What follows belongs to an exercise in optimizing a design on an open flow for a short achievable clock period and few clock cycles; a production flow would make more cautious choices. The RTL was checked by simulation tests, not by an equivalence proof against the original design. No activity file was given, so power comes from the tool's default toggle rates.

===== flow/run.sh =====
#!/bin/bash
# synth_recipe.tcl (not shown) runs the flow's synth.tcl, then flattens the netlist and writes it again
# the make line also repeats each setting of config.mk as NAME=value (left out here)
make -C /OpenROAD-flow-scripts/flow DESIGN_CONFIG=/design/flow/config.mk WORK_HOME=/design/flow/orfs CLKGATE_MAP_FILE= SYNTH_SCRIPT=/design/flow/synth_recipe.tcl finish

===== flow/config.mk =====
export PLATFORM = sky130hd
export DESIGN_NAME = lc3b_pipeline
export DESIGN_NICKNAME = lc3b_pipeline
export VERILOG_FILES = /design/flow/design.v
export SDC_FILE = /design/flow/constraint.sdc
export NUM_CORES = 4
export LEC_CHECK = 0
export ABC_CLOCK_PERIOD_IN_PS = 2000
export CAP_MARGIN = 20
export CORE_MARGIN = 2
export CORE_UTILIZATION = 40
export SETUP_SLACK_MARGIN = 2.5
export SLEW_MARGIN = 20

===== flow/constraint.sdc =====
create_clock -name core_clock -period 4.5 [get_ports {clk}]
set_input_delay 0.9000 -clock core_clock [delete_from_list [all_inputs] [get_ports {clk}]]
set_output_delay 0.9000 -clock core_clock [all_outputs]
set_load 0.01 [all_outputs]

===== flow/design.v =====
package lc3b_pkg;
    typedef logic [15:0] lc3b_word;
    typedef logic [2:0] lc3b_reg;
    typedef logic [1:0] lc3b_mem_wmask;
    typedef logic [2:0] lc3b_nzp;
    typedef enum logic [3:0] {
        op_br  = 4'b0000,
        op_add = 4'b0001,
        op_ldb = 4'b0010,
        op_stb = 4'b0011,
        op_and = 4'b0101,
        op_ldr = 4'b0110,
        op_str = 4'b0111,
        op_not = 4'b1001
    } lc3b_opcode;
    typedef enum logic [1:0] {
        alu_add,
        alu_and,
        alu_not,
        alu_pass
    } lc3b_aluop;
endpackage
module lc3b_pipeline
#(
    parameter logic [15:0] RESET_PC = 16'h0000
)
(
    input  logic        clk,
    input  logic        rst,
    output logic        imem_read,
    output logic [15:0] imem_address,
    input  logic        imem_resp,
    input  logic [15:0] imem_rdata,
    output logic        dmem_read,
    output logic        dmem_write,
    output logic [15:0] dmem_address,
    output logic [15:0] dmem_wdata,
    output logic [1:0]  dmem_byte_enable,
    input  logic        dmem_resp,
    input  logic [15:0] dmem_rdata
);
    logic [15:0] pc_f;
    logic        ird;
    logic        btb_v;
    logic [15:0] btb_tag;
    logic [15:0] btb_tgt;
    logic [15:0] btb_ir;
    logic        d_v;
    logic [15:0] d_ir;
    logic [15:0] d_pcn;
    logic        d_pred;
    logic [15:0] d_pir;
    logic        e_v;
    logic        e_add, e_and, e_not;
    logic [15:0] e_a, e_b, e_sd;
    logic        e_fa, e_fb, e_fsd;
    logic        e_wen, e_load, e_store, e_byte, e_br, e_pred;
    logic [2:0]  e_dest;
    logic [2:0]  e_nzp;
    logic [15:0] e_alt;
    logic        m_wen, m_load, m_store, m_byte;
    logic [2:0]  m_dest;
    logic [15:0] m_res;
    logic [15:0] m_wdata;
    logic [1:0]  m_be;
    logic [15:0] rf [8];
    logic [2:0]  cc;
    logic        stall_m;
    logic [15:0] ld_data;
    logic [15:0] m_val;
    assign dmem_read        = m_load;
    assign dmem_write       = m_store;
    assign dmem_address     = m_res;
    assign dmem_wdata       = m_wdata;
    assign dmem_byte_enable = m_be;
    assign stall_m = (m_load | m_store) & ~dmem_resp;
    assign ld_data = !m_byte ? dmem_rdata :
                     m_res[0] ? {8'h00, dmem_rdata[15:8]} : {8'h00, dmem_rdata[7:0]};
    assign m_val   = m_load ? ld_data : m_res;
    function automatic logic [2:0] flags(input logic [15:0] v);
        flags = v[15] ? 3'b100 : (v == 16'h0000) ? 3'b010 : 3'b001;
    endfunction
    logic [15:0] op_a, op_b, sum, alu;
    logic [15:0] sd;
    logic [2:0]  cc_e;
    logic        taken_e;
    logic        e_redirect;
    assign op_a = e_fa ? m_res : e_a;
    assign op_b = e_fb ? m_res : e_b;
    assign sum  = op_a + op_b;
    assign alu  = ({16{e_add}} & sum) | ({16{e_and}} & (op_a & op_b)) | ({16{e_not}} & ~op_a);
    assign sd   = e_fsd ? m_val : e_sd;
    assign cc_e       = m_wen ? flags(m_res) : cc;
    assign taken_e    = |(e_nzp & cc_e);
    assign e_redirect = e_v & e_br & (taken_e != e_pred) & ~stall_m;
    logic [3:0]  opc;
    logic [2:0]  s1, s2, s3, dd;
    logic        is_add, is_and, is_not, is_ldr, is_ldb, is_str, is_stb, is_br;
    logic        use1, use2, wen_d, load_d, store_d, byte_d;
    logic [15:0] imm;
    logic [15:0] r1, r2, r3;
    logic [15:0] tgt_d;
    logic        pred_d;
    logic        lu_stall, d_go, d_free, d_redirect;
    logic [15:0] d_next;
    assign opc    = d_ir[15:12];
    assign s1     = d_ir[8:6];
    assign s2     = d_ir[2:0];
    assign s3     = d_ir[11:9];
    assign dd     = d_ir[11:9];
    assign is_add = (opc == 4'b0001);
    assign is_and = (opc == 4'b0101);
    assign is_not = (opc == 4'b1001);
    assign is_ldr = (opc == 4'b0110);
    assign is_ldb = (opc == 4'b0010);
    assign is_str = (opc == 4'b0111);
    assign is_stb = (opc == 4'b0011);
    assign is_br  = (opc == 4'b0000);
    assign load_d  = is_ldr | is_ldb;
    assign store_d = is_str | is_stb;
    assign byte_d  = is_ldb | is_stb;
    assign wen_d   = is_add | is_and | is_not | load_d;
    assign use1    = wen_d | store_d;
    assign use2    = (is_add | is_and) & ~d_ir[5];
    always_comb
    begin
        if (is_add | is_and)
            imm = {{11{d_ir[4]}}, d_ir[4:0]};
        else if (is_ldr | is_str)
            imm = {{9{d_ir[5]}}, d_ir[5:0], 1'b0};
        else
            imm = {{10{d_ir[5]}}, d_ir[5:0]};
    end
    assign r1 = (m_wen && m_dest == s1) ? m_val : rf[s1];
    assign r2 = (m_wen && m_dest == s2) ? m_val : rf[s2];
    assign r3 = (m_wen && m_dest == s3) ? m_val : rf[s3];
    assign tgt_d  = d_pcn + {d_ir[8], d_ir[8], d_ir[8], d_ir[8], d_ir[8], d_ir[8], d_ir[8:0], 1'b0};
    assign pred_d = is_br & (d_ir[11:9] != 3'b000) & (d_ir[8] | (d_ir[11:9] == 3'b111));
    assign d_next = pred_d ? tgt_d : d_pcn;
    assign lu_stall = e_v & e_load &
                      ((use1 & (e_dest == s1)) | (use2 & (e_dest == s2)) | is_br);
    assign d_go     = d_v & ~stall_m & ~lu_stall;
    assign d_free   = ~d_v | d_go;
    assign d_redirect = d_go & ~e_redirect &
                        ((pred_d != d_pred) | (d_pred & (d_ir != d_pir)));
    logic        btb_hit;
    logic [15:0] pcn_f;
    logic        f_take;
    assign imem_read    = ird;
    assign imem_address = pc_f;
    assign btb_hit      = btb_v & (btb_tag == pc_f);
    assign pcn_f        = pc_f + 16'd2;
    assign f_take       = imem_resp & d_free & ~e_redirect & ~d_redirect;
    always_ff @(posedge clk)
    begin
        if (rst)
        begin
            pc_f  <= RESET_PC;
            btb_v <= 1'b0;
            d_v   <= 1'b0;
        end
        else
        begin
            if (e_redirect)
                pc_f <= e_alt;
            else if (d_redirect)
                pc_f <= d_next;
            else if (f_take)
                pc_f <= btb_hit ? btb_tgt : pcn_f;
            if (d_redirect & pred_d)
            begin
                btb_v   <= 1'b1;
                btb_tag <= d_pcn - 16'd2;
                btb_tgt <= tgt_d;
                btb_ir  <= d_ir;
            end
            if (d_free | e_redirect)
                d_v <= f_take;
        end
    end
    always_ff @(posedge clk)
    begin
        ird <= ~rst;
    end
    always_ff @(posedge clk)
    begin
        if (f_take)
        begin
            d_ir   <= imem_rdata;
            d_pcn  <= pcn_f;
            d_pred <= btb_hit;
            d_pir  <= btb_ir;
        end
    end
    always_ff @(posedge clk)
    begin
        if (rst)
        begin
            e_v     <= 1'b0;
            e_wen   <= 1'b0;
            e_load  <= 1'b0;
            e_store <= 1'b0;
            e_br    <= 1'b0;
        end
        else if (!stall_m)
        begin
            if (d_go & ~e_redirect)
            begin
                e_v     <= 1'b1;
                e_wen   <= wen_d;
                e_load  <= load_d;
                e_store <= store_d;
                e_br    <= is_br;
            end
            else
            begin
                e_v     <= 1'b0;
                e_wen   <= 1'b0;
                e_load  <= 1'b0;
                e_store <= 1'b0;
                e_br    <= 1'b0;
            end
        end
    end
    always_ff @(posedge clk)
    begin
        if (d_go)
        begin
            e_add  <= is_add | load_d | store_d;
            e_and  <= is_and;
            e_not  <= is_not;
            e_a    <= r1;
            e_b    <= use2 ? r2 : imm;
            e_sd   <= r3;
            e_fa   <= e_wen & (e_dest == s1);
            e_fb   <= use2 & e_wen & (e_dest == s2);
            e_fsd  <= e_wen & (e_dest == s3);
            e_byte <= byte_d;
            e_dest <= dd;
            e_nzp  <= d_ir[11:9];
            e_pred <= pred_d;
            e_alt  <= pred_d ? d_pcn : tgt_d;
        end
    end
    always_ff @(posedge clk)
    begin
        if (rst)
        begin
            m_wen   <= 1'b0;
            m_load  <= 1'b0;
            m_store <= 1'b0;
        end
        else if (!stall_m)
        begin
            m_wen   <= e_wen;
            m_load  <= e_load;
            m_store <= e_store;
        end
    end
    always_ff @(posedge clk)
    begin
        if (!stall_m)
        begin
            m_byte  <= e_byte;
            m_dest  <= e_dest;
            m_res   <= alu;
            m_wdata <= e_byte ? {sd[7:0], sd[7:0]} : sd;
            m_be    <= e_byte ? ((op_a[0] ^ op_b[0]) ? 2'b10 : 2'b01) : 2'b11;
        end
    end
    always_ff @(posedge clk)
    begin
        if (rst)
        begin
            for (int i = 0; i < 8; i++)
                rf[i] <= 16'h0000;
            cc <= 3'b000;
        end
        else if (m_wen)
        begin
            rf[m_dest] <= m_val;
            cc         <= flags(m_val);
        end
    end
endmodule

==> results.tsv, run 1 <==
stage	metric	value	unit
yosys	commonest cells in the netlist	edfxtp_1 (337), nor2_1 (222), nand2_1 (136), mux4_2 (96), mux2_2 (89)	
power_and_ir_drop	maximum VDD drop	0.250	mV
power_and_ir_drop	internal power	0.00835	W
sta	Hold WS	419	ps
setup_path	CP Data Arrival Time	3170	ps
sta	Tmin final	2900	ps
yosys	Post-synth top flop	edfxtp_1	
sta	Final Cycle Share	64.3	%
yosys	Post-synth EDFFs	337	
finish	fill count	3796	
die	Starting Density	40.6	%
setup_path	r2r worst-path depth	11	
clocking	cts-stage hold buffer count	0	
power_and_ir_drop	Reg power frac	35.8	%
min_path	worst hold start	btb_ir[3]	
clocking	Reg clk slew, reported paths	60	ps
global_route	first-pass GRT wire length	103	mm
clocking	CTS H-tree lvls	2	
placed_design	number of I/O port buffers	88	
sta	Max-slew headroom	33.6	%
clocking	CTS tree	yes	
clocking	CTS Buf Count	42	
route	drt initial violations	1632	
power_and_ir_drop	NetSw	0.00392	W
route	via count	16300	
die	row count	82	
yosys	sequential area share after synthesis	53.2	%
sta	Worst-Margin Slew	996	ps
yosys	Yosys top cell by area	edfxtp_1	
power_and_ir_drop	sw frac	32.0	%
clocking	clock latency on the worst-skew pair	560	ps
yosys	Yosys Warn Count	1	
global_route	largest net degree at the start of global routing	41	
flow_run	number of max-cap violations	0	
yosys	Cell variety after synth	77	
power_and_ir_drop	Pwr per Cell Area	423	nW/µm²
sta	FMAX	345	MHz
route	vias per inst	6.00	
power_and_ir_drop	total power	0.0123	W
global_route	initial antenna violation count	0	
finish	Seq. cell area	11000	µm²
die	Core Region	50400	µm²
setup_path	RR Startpoint	e_fa	
sta	setup TNS	0	ps
clocking	root buf cell	clkbuf_16	
placed_design	Placed Area	22600	µm²
outcome	status	complete, no violations	
sta	final slew viol count	0	
yosys	synthesized cell area	20500	µm²
min_path	Hold Path Sink	d_pir[3]	
sta	hold violation total from the final report	0	
placed_design	Final Wtd Congestion	0.887	
setup_path	Critical Path End Type	register	
yosys	Syn Area/Cell	12.2	µm²
finish	finished layout cell area	29000	µm²
yosys	most frequent cell after synthesis	edfxtp_1	
finish	ANT cells	0	
setup_path	crit path launch type	register	
sta	RSZ-0062 raised after global routing	true	
route	WL final	71.4	mm
sta	Fin Clk Skew	19.5	ps
finish	layout cells sized above 1	44.6	%
power_and_ir_drop	Clk pwr share	28.9	%
finish	Post-Layout Cell Count	2725	
finish	Area growth syn-to-layout	41.7	%
sta	endpoints failing setup	0	
power_and_ir_drop	Logic pwr share	35.3	%
route	Post-route DRC	0	
clocking	total clock sinks	376	
min_path	Hold Path Depth	0	
min_path	Hold Path Class	reg2reg	
yosys	synthesized flop and latch total	376	
placed_design	DP Cell Count	2369	
finish	NumNets Final	2091	
route	Routed WL per cell	26.2	µm
yosys	async set-reset flop share out of synthesis	0	%
yosys	Cells after Synth	1676	
setup_path	FF-to-FF End	m_res[10]	
yosys	top-area cell type share of the netlist area	49.4	%
setup_path	Worst EP required	4770	ps
setup_path	R2R Setup Slk	1600	ps
power_and_ir_drop	Pleak	10.9	nW
placed_design	detailed placement HPWL	40.7	mm
die	Die X	230	µm
route	antenna viol nets, final	0	
finish	flip-flop count of the largest register after layout	128	
yosys	Synth area leaders	edfxtp_1 (49%), mux4_2 (11%), mux2_2 (4.9%)	
finish	multi-input logic area	11000	µm²
setup_path	CP Class	reg2reg	
global_route	grt ovf	0	
die	Die H	230	µm
finish	Largest Register	rf	
yosys	syn_nets	1746	
global_route	global-route usage over all layers	26.0	%
clocking	CTS Buffer Depth	3	
global_route	number of global-route vias before repair	16200	
route	1st-pass router iterations	5	
die	Die ar.	53000	µm²
setup_path	crit-path max FO	11	
die	I/O pins	89	
-- layout make-up --
cell class              count  area share, %
flip-flops and latches    376           37.9
multi-input cells        1153           37.8
repair buffers            405           15.8
clock buffers              52           3.96
well taps                 672           2.90
clock inverters            24          0.863
inverters                  42          0.742
repair inverters            1         0.0388
-- cells in the final DEF, fill, tap and decap left out, drive strengths merged, types with 18 or more instances in the layout --
cell type and count:
nand3 27, buf 365, nor2 222, xnor2 71
a21o 18, nand2 139, mux4 96, xor2 26
inv 40, clkdlybuf4s50 32, o21ai 75, ha 32
dfxtp 39, a21oi 76, edfxtp 337, clkbuf 56
nor3 24, mux2i 41, mux2 89
-- how the worst max path moves through the flow --
stage                   start          end  slack, ps  depth (start not counted)
CTS                 m_res[15]     register       1670                         10
finish                   e_fa    m_res[10]       1600                         11
detailed placement  dmem_resp      e_a[10]        780                          8
floorplan           dmem_resp    btb_ir[0]        570                          8
global placement    dmem_resp  btb_tag[14]        830                         10
global route             e_fa    m_res[10]       1500                         11
-- critical path, stage by stage, from the launching register on --
cell and delay, ps:
edfxtp_1 420, buf_12 170, mux2_4 320, ha_4 180
fa_2 350, a21oi_2 180, o21a_1 200, o21ai_2 100
a31o_2 230, a21oi_2 160, xor2_1 180, o221ai_2 110
-- stage by stage --
stage / setup WS [ps] / utilization [%]
2_1_floorplan: 568 / -
3_3_place_gp: 833 / 44.9
3_5_place_dp: 775 / 44.9
4_1_cts: 1670 / 54.9
5_1_grt: 1500 / 57.6
6_report: 1600 / 57.6
-- routing by layer --
metal  vias to the layer above  part of all wire [%]  track usage [%]
li1                       7080                     -                -
met4                         0                   5.1             11.3
met3                       227                   8.7             4.08
met5                         -                     0                0
met2                       899                    48             42.9
met1                      8143                    39             34.1
-- power by group through the flow --
| stage | clock network (W) | registers (W) | logic, W |
|---|---|---|---|
| 6_report | 0.00355 | 0.00440 | 0.00433 |
| 5_1_grt | 0.00371 | 0.00442 | 0.00458 |
| 4_1_cts | 0.00356 | 0.00438 | 0.00380 |
| 3_5_place_dp | 0 | 0.00453 | 0.00287 |
| 3_3_place_gp | 0 | 0.00451 | 0.00285 |
| 2_1_floorplan | 0 | 0.00442 | 0.00191 |
-- timing repair --
action | CTS | global route
endpoints found under the setup margin | 623 | 431
setup buffers | 193 | 50
pin swaps | 67 | 59
resized for setup | 567 | 204
gates cloned | 33 | 4
hold endpoints to repair | 0 | 0
-- logic make-up (layout without fill, tap and decap cells) --
| logic type | Yosys count | after routing | share of synthesized area, % |
|---|---|---|---|
| adders and majority gates | 34 | 34 | 2.15 |
| buffers and inverters | 153 | 524 | 2.91 |
| and+or+nand+nor | 505 | 510 | 11.0 |
| DFF | 376 | 376 | 53.2 |
| xor gates and xnor gates | 97 | 97 | 4.15 |
| AOI/OAI and AO/OA | 285 | 286 | 9.10 |
| muxes | 226 | 226 | 17.5 |
Testbench counts, summed over its fixed seeds: cycles 74,271.
==> run 2: changes to the inputs <==
--- a/flow/config.mk
+++ b/flow/config.mk
@@ -6,8 +6,6 @@
 export NUM_CORES = 4
 export LEC_CHECK = 0
-export ABC_CLOCK_PERIOD_IN_PS = 2000
 export CAP_MARGIN = 20
 export CORE_MARGIN = 2
 export CORE_UTILIZATION = 40
-export SETUP_SLACK_MARGIN = 2.5
 export SLEW_MARGIN = 20
==> run 2 against run 1 <==
  * Design area is 19% lower
  * Routed wire length is 18% lower
  * Maximum frequency is 21% lower
  * Worst hold slack worse by 4.7 ps
  * Via count is 11% lower
  * Sequential power is 0.9% higher
  * Clock power is 2% lower
  * Critical path depth is 4 lower
  * Non-clock buffer count is 258 lower
  * Combinational power is 36% lower
  * Register-to-register slack worse by 790 ps
  * Synthesized area stayed put
  * Critical endpoint is now pc_f[3]
  * Largest power group unchanged
  * Highest routed layer unchanged
==> results.tsv, run 2 <==
stage	metric	value	unit
sta	hold violation total from the final report	0	
route	via count	14500	
finish	fill count	4415	
yosys	synthesized flop and latch total	376	
yosys	sequential area share after synthesis	53.2	%
global_route	number of global-route vias before repair	14200	
yosys	Synth area leaders	edfxtp_1 (49%), mux4_2 (11%), mux2_2 (4.9%)	
finish	Area growth syn-to-layout	15.4	%
setup_path	CP Data Arrival Time	4110	ps
route	1st-pass router iterations	5	
clocking	CTS tree	yes	
yosys	Post-synth top flop	edfxtp_1	
placed_design	Final Wtd Congestion	0.858	
min_path	Hold Path Class	reg2reg	
yosys	largest family of logic cells by synthesized area	multiplexers	
power_and_ir_drop	total power	0.0107	W
yosys	Cells after Synth	1676	
global_route	initial antenna violation count	0	
finish	flip-flop count of the largest register after layout	128	
clocking	cts-stage hold buffer count	0	
clocking	CTS Buffer Depth	3	
sta	Worst-Margin Slew	1020	ps
die	Core Region	50400	µm²
placed_design	pre-CTS setup slack	424	ps
placed_design	detailed placement HPWL	40.1	mm
setup_path	CP Class	reg2reg	
clocking	Reg clk slew, reported paths	60	ps
finish	most frequent cells in the layout	edfxtp_1 (337), nor2_1 (221), nand2_1 (136)	
flow_run	number of max-cap violations	0	
setup_path	Worst EP required	4920	ps
clocking	total clock sinks	376	
yosys	commonest cells in the netlist	edfxtp_1 (337), nor2_1 (222), nand2_1 (136), mux4_2 (96), mux2_2 (89)	
die	I/O pins	89	
yosys	Post-Synth XOR/XNOR Area	4.15	%
sta	Max-slew headroom	31.8	%
finish	NumNets Final	1826	
route	drt initial violations	1466	
finish	ANT cells	0	
outcome	status	complete, no violations	
sta	Fin Clk Skew	20.3	ps
finish	Largest Register	rf	
die	row count	82	
sta	setup TNS	0	ps
sta	endpoints failing setup	0	
finish	layout cells sized above 1	18.1	%
yosys	async set-reset flop share out of synthesis	0	%
clocking	setup bufs post-CTS	0	
yosys	top-area cell type share of the netlist area	49.4	%
clocking	clock latency on the worst-skew pair	560	ps
route	Post-route DRC	0	
die	Die ar.	53000	µm²
yosys	Yosys top cell by area	edfxtp_1	
die	Starting Density	40.6	%
setup_path	crit-path max FO	21	
yosys	Adder-Cell Fraction of Synth Area	2.15	%
global_route	grt ovf	0	
power_and_ir_drop	Pwr per Cell Area	453	nW/µm²
yosys	most frequent cell after synthesis	edfxtp_1	
yosys	syn_nets	1746	
die	Die H	230	µm
clocking	root buf cell	clkbuf_16	
yosys	Cell variety after synth	77	
finish	Final Core Density	46.9	%
sta	final slew viol count	0	
yosys	synthesized cell area	20500	µm²
global_route	largest net degree at the start of global routing	61	
global_route	global-route usage over all layers	21.9	%
die	Die X	230	µm
finish	Post-Layout Cell Count	2460	
yosys	Post-Synth Simple-Gate Area	11.0	%
finish	Seq. cell area	10900	µm²
global_route	first-pass GRT wire length	88.0	mm
yosys	Syn Area/Cell	12.2	µm²
route	Routed WL per cell	23.7	µm
finish	multi-input logic area	8980	µm²
sta	FMAX	271	MHz
power_and_ir_drop	Pleak	8.57	nW
placed_design	DP Cell Count	2384	
route	antenna viol nets, final	0	
clocking	CTS H-tree lvls	2	
route	vias per inst	5.90	
setup_path	Critical Path End Type	register	
sta	final worst setup slack	813	ps
setup_path	crit path launch type	register	
route	WL final	58.4	mm
sta	Tmin final	3690	ps
yosys	Yosys Warn Count	1	
placed_design	number of I/O port buffers	88	
sta	Final Cycle Share	81.9	%
yosys	Post-synth EDFFs	337	
yosys	post-synthesis mux area share	17.5	%
clocking	post-CTS resize count	0	
yosys	Compound-Gate Fraction of Synth Area	9.10	%
sta	RSZ-0062 raised after global routing	false	
clocking	CTS Buf Count	42	
power_and_ir_drop	maximum VDD drop	0.261	mV
finish	commonest non-fill, non-tap cell in the layout	edfxtp_1	
## run 2: cell counts after synthesis
No cell type changed its count.
## run 2: routing by layer
| layer | share of wire (%) | track usage [%] |
|---|---|---|
| met2 | 49 | 36.5 |
| met3 | 7.1 | 3.45 |
| met1 | 42 | 29.6 |
| met4 | 2.6 | 6.59 |
| met5 | 0 | 0 |
## run 2: critical path: stages (launching register included)
cell and delay [ps]:
edfxtp_1 460, nor4_1 700, nand4_1 300, o311ai_0 510, o211a_1 450, o211a_1 660
nand2b_1 320, o21ai_0 150
## run 2: kinds of logic (layout without fill, tap and decap cells)
group                    after synthesis  after routing
buffers and inverters                153            265
multiplexers                         226            226
AND/OR/NAND/NOR                      505            505
adder cells (fa/ha/maj)               34             34
XOR/XNOR                              97             97
flip-flops                           376            376
AO/OA/AOI/OAI                        285            285
## run 2: area by class of cell
cell class | instances | share of cell area, %
clock buffer | 59 | 5.07
inverter | 42 | 0.694
timing repair buffer | 147 | 5.71
multi-input combinational | 1147 | 38.0
sequential | 376 | 46.1
tap | 672 | 3.56
clock inverter | 17 | 0.815
## run 2: metrics by stage
step	area, µm²	hold slack (ps)
global route	23600	425
global placement	22200	401
detailed placement	22200	405
finish	23600	414
CTS	23600	418
floorplan	20500	400
## run 2: power breakdown
part / switching, W / internal [W] / total [W]
logic: 0.00155 / 0.00122 / 0.00277
clock network: 0.00140 / 0.00209 / 0.00349
registers: 0.000299 / 0.00414 / 0.00444
## run 2: final timing paths
path	from	depth (start not counted)	endpoint	slack, ps
setup / recovery	m_res[10]	7	pc_f[3]	810
hold / removal	btb_ir[11]	0	d_pir[11]	410
setup reg to reg	m_res[10]	7	pc_f[3]	810
hold reg to reg	btb_ir[11]	0	d_pir[11]	410
==> run 3: changes to the inputs <==
--- a/flow/config.mk
+++ b/flow/config.mk
@@ -6,6 +6,9 @@
 export NUM_CORES = 4
 export LEC_CHECK = 0
+export ABC_CLOCK_PERIOD_IN_PS = 2300
 export CAP_MARGIN = 20
 export CORE_MARGIN = 2
 export CORE_UTILIZATION = 40
+export SETUP_SLACK_MARGIN = 2.2
 export SLEW_MARGIN = 20
+export TNS_END_PERCENT = 100
==> run 3 against run 2 <==
  * Still clean
  * Final cell count is 8.4% higher
  * Sequential share of layout area is 5.8 points lower
  * Synthesized cell count stayed put
  * Utilization is 7.1 points higher
  * Worst setup slack better by 640 ps
  * Global-route usage is 1.9 points higher
  * Non-clock buffer count is 207 higher
  * Synthesized area stayed put
  * Flip-flop and latch count stayed put
==> results.tsv, run 3 <==
stage	metric	value	unit
outcome	status	complete, no violations	
sta	RSZ-0062 raised after global routing	true	
global_route	grt ovf	0	
setup_path	crit path launch type	register	
sta	endpoints failing setup	0	
setup_path	CP top delay family	buffers and inverters	
yosys	Post-synth top flop	edfxtp_1	
setup_path	CP Class	reg2reg	
clocking	clock latency on the worst-skew pair	560	ps
route	WL final	65.8	mm
route	drt initial violations	1469	
die	row count	82	
yosys	Post-synth EDFFs	337	
route	1st-pass router iterations	5	
sta	final slew viol count	0	
clocking	CTS H-tree lvls	2	
yosys	Yosys top cell by area	edfxtp_1	
setup_path	Critical Path End Type	register	
global_route	first-pass GRT wire length	95.8	mm
route	Post-route DRC	0	
setup_path	crit-path max FO	6	
clocking	CTS Buf Count	42	
power_and_ir_drop	Pleak	10.3	nW
finish	Area growth syn-to-layout	32.9	%
finish	flip-flop count of the largest register after layout	128	
route	Routed WL per cell	24.7	µm
yosys	synthesized cell area	20500	µm²
power_and_ir_drop	Pwr per Cell Area	419	nW/µm²
route	antenna viol nets, final	0	
yosys	Syn Area/Cell	12.2	µm²
sta	Worst-Margin Slew	974	ps
route	vias per inst	5.87	
global_route	global-route usage over all layers	23.9	%
placed_design	Final Wtd Congestion	0.871	
power_and_ir_drop	maximum VDD drop	0.217	mV
clocking	CTS Buffer Depth	3	
global_route	largest net degree at the start of global routing	41	
setup_path	CP Data Arrival Time	3320	ps
setup_path	cell chain of the critical path	buf_4, buf_4, xnor2_1, nand2_1, nor4b_4, a21oi_4, a211oi_4, buf_6, buf_12, buf_8, buf_12, buf_16	
clocking	cts-stage hold buffer count	0	
finish	layout cells sized above 1	35.5	%
setup_path	Critical Path Slowest Stage Cell	edfxtp_1	
placed_design	number of I/O port buffers	88	
die	I/O pins	89	
finish	NumNets Final	2035	
finish	finished layout cell area	27200	µm²
sta	Max-slew headroom	35.1	%
setup_path	CP bufs+invs	7	
yosys	syn_nets	1746	
die	Die X	230	µm
clocking	Reg clk slew, reported paths	60	ps
die	Die ar.	53000	µm²
clocking	total clock sinks	376	
setup_path	Worst EP required	4780	ps
die	Die H	230	µm
die	Core Region	50400	µm²
finish	most frequent cells in the layout	edfxtp_1 (337), nor2_1 (216), buf_4 (151)	
finish	Largest Register	rf	
clocking	CTS tree	yes	
flow_run	number of max-cap violations	0	
setup_path	slowest stage delay, CP	450	ps
clocking	root buf cell	clkbuf_16	
placed_design	Placed Area	22400	µm²
die	Starting Density	40.6	%
finish	commonest non-fill, non-tap cell in the layout	edfxtp_1	
yosys	synthesized flop and latch total	376	
sta	Tmin final	3050	ps
yosys	Synth area leaders	edfxtp_1 (49%), mux4_2 (11%), mux2_2 (4.9%)	
finish	ANT cells	0	
placed_design	detailed placement HPWL	40.7	mm
sta	hold violation total from the final report	0	
yosys	async set-reset flop share out of synthesis	0	%
yosys	most frequent cell after synthesis	edfxtp_1	
sta	FMAX	328	MHz
yosys	commonest cells in the netlist	edfxtp_1 (337), nor2_1 (222), nand2_1 (136), mux4_2 (96), mux2_2 (89)	
sta	Fin Clk Skew	26.0	ps
global_route	number of global-route vias before repair	15200	
min_path	Hold Path Class	reg2reg	
yosys	sequential area share after synthesis	53.2	%
global_route	initial antenna violation count	0	
yosys	Cells after Synth	1676	
sta	Final Cycle Share	67.7	%
yosys	top-area cell type share of the netlist area	49.4	%
sta	setup TNS	0	ps
yosys	Cell variety after synth	77	
yosys	Yosys Warn Count	1	
route	via count	15700	
[run 3: cell counts after synthesis]
Identical to the previous run, type by type.
[run 3: kinds of logic after synthesis]
group           after synthesis  synth area share, %
flops                       376                 53.2
compound gates              285                 9.10
simple gates                505                 11.0
mux                         226                 17.5
xor+xnor                     97                 4.15
buf+inv                     153                 2.91
fa+ha+maj                    34                 2.15
[run 3: worst reg2reg max path, stage by stage, from the launching register on]
cell and delay (ps):
edfxtp_1 450, buf_4 200, buf_4 180, xnor2_1 280, nand2_1 160, nor4b_4 340, a21oi_4 210, a211oi_4 350
buf_6 160, buf_12 120, buf_8 120, buf_12 100, buf_16 100
[run 3: routing by layer]
| metal | part of all wire, % | routed length, µm | track usage [%] |
|---|---|---|---|
| met1 | 42 | 27700 | 32.9 |
| met2 | 48 | 31800 | 39.4 |
| met3 | 6.9 | 4570 | 3.44 |
| met4 | 2.7 | 1810 | 6.63 |
| met5 | 0 | 0 | 0 |
[run 3: report_power, final]
part / leakage [nW] / internal [W] / switching (W) / total, W
Sequential: 3.67 / 0.00414 / 0.000296 / 0.00443
Combinational: 5.98 / 0.00177 / 0.00197 / 0.00374
Clock: 0.625 / 0.00181 / 0.00143 / 0.00324
Total: 10.3 / 0.00772 / 0.00369 / 0.0114
[run 3: stage by stage]
stage / utilization, % / cells / power [W] / hold WS (ps) / worst slack [ps]
6_report: 54.0 / 2667 / 0.0114 / 419 / 1450
5_1_grt: 54.0 / 2667 / 0.0118 / 424 / 1400
4_1_cts: 52.2 / 2613 / 0.0111 / 415 / 1570
3_5_place_dp: 44.5 / 2371 / 0.00738 / 406 / 707
3_3_place_gp: 44.5 / 2371 / 0.00734 / 401 / 776
2_1_floorplan: - / 1676 / 0.00630 / 400 / 568
[run 3: worst paths after layout]
check             startpoint  endpoint  slack, ps  cells past startpoint
hold / removal     btb_ir[9]  d_pir[9]        420                      0
setup / recovery     d_ir[6]  d_pir[5]       1450                     12
setup reg to reg     d_ir[6]  d_pir[5]       1450                     12
hold reg to reg    btb_ir[9]  d_pir[9]        420                      0
[run 3: repair_timing]
item,4_1_cts,5_1_grt
buffers inserted,144,52
gates resized for setup,329,73
gates cloned,24,2
pin swaps,63,63
endpoints found under the setup margin,382,259
[run 3: area by class of cell]
cell class / instances / area (µm²)
sequential: 376 / 11000
tap: 672 / 841
clock inverter: 21 / 105
fill: 3970 / 23200
clock buffer: 53 / 1150
multi-input combinational: 1148 / 10100
timing repair inverter: 1 / 8.76
inverter: 42 / 189
timing repair buffer: 354 / 3850

[re-timing with driven ports]
No port has a modelled driver above. Below, the same layouts with a new extraction and two added sets of constraints.
Step 1, drivers: a clkbuf_16 drives clk and a buf_2 each remaining input, both assumed.
Step 2 moves the port delays by t, midway between the first and last clock arrival at a register: inputs arrive t later, outputs are due t later. That takes back most of the time a late clock gives input paths.
a / b / c = ideal / step 1 / step 2; a / b = the first two.
run | t, ns | slack for setup (ns) | clock arrival spread, ns | worst register clock-pin slew, ns
run 1 | 0.608 | 1.605 / 1.605 / 1.100 | 0.020 / 0.020 | 0.07 / 0.07
run 2 | 0.604 | 0.813 / 0.813 / 0.341 | 0.021 / 0.020 | 0.06 / 0.06
run 3 | 0.603 | 1.454 / 1.454 / 1.023 | 0.026 / 0.026 | 0.07 / 0.07
After both steps every run listed still meets setup and hold. The setup slack of run 1, which loses most, moves by 0.000 ns with the drivers and by -0.505 ns with both steps.
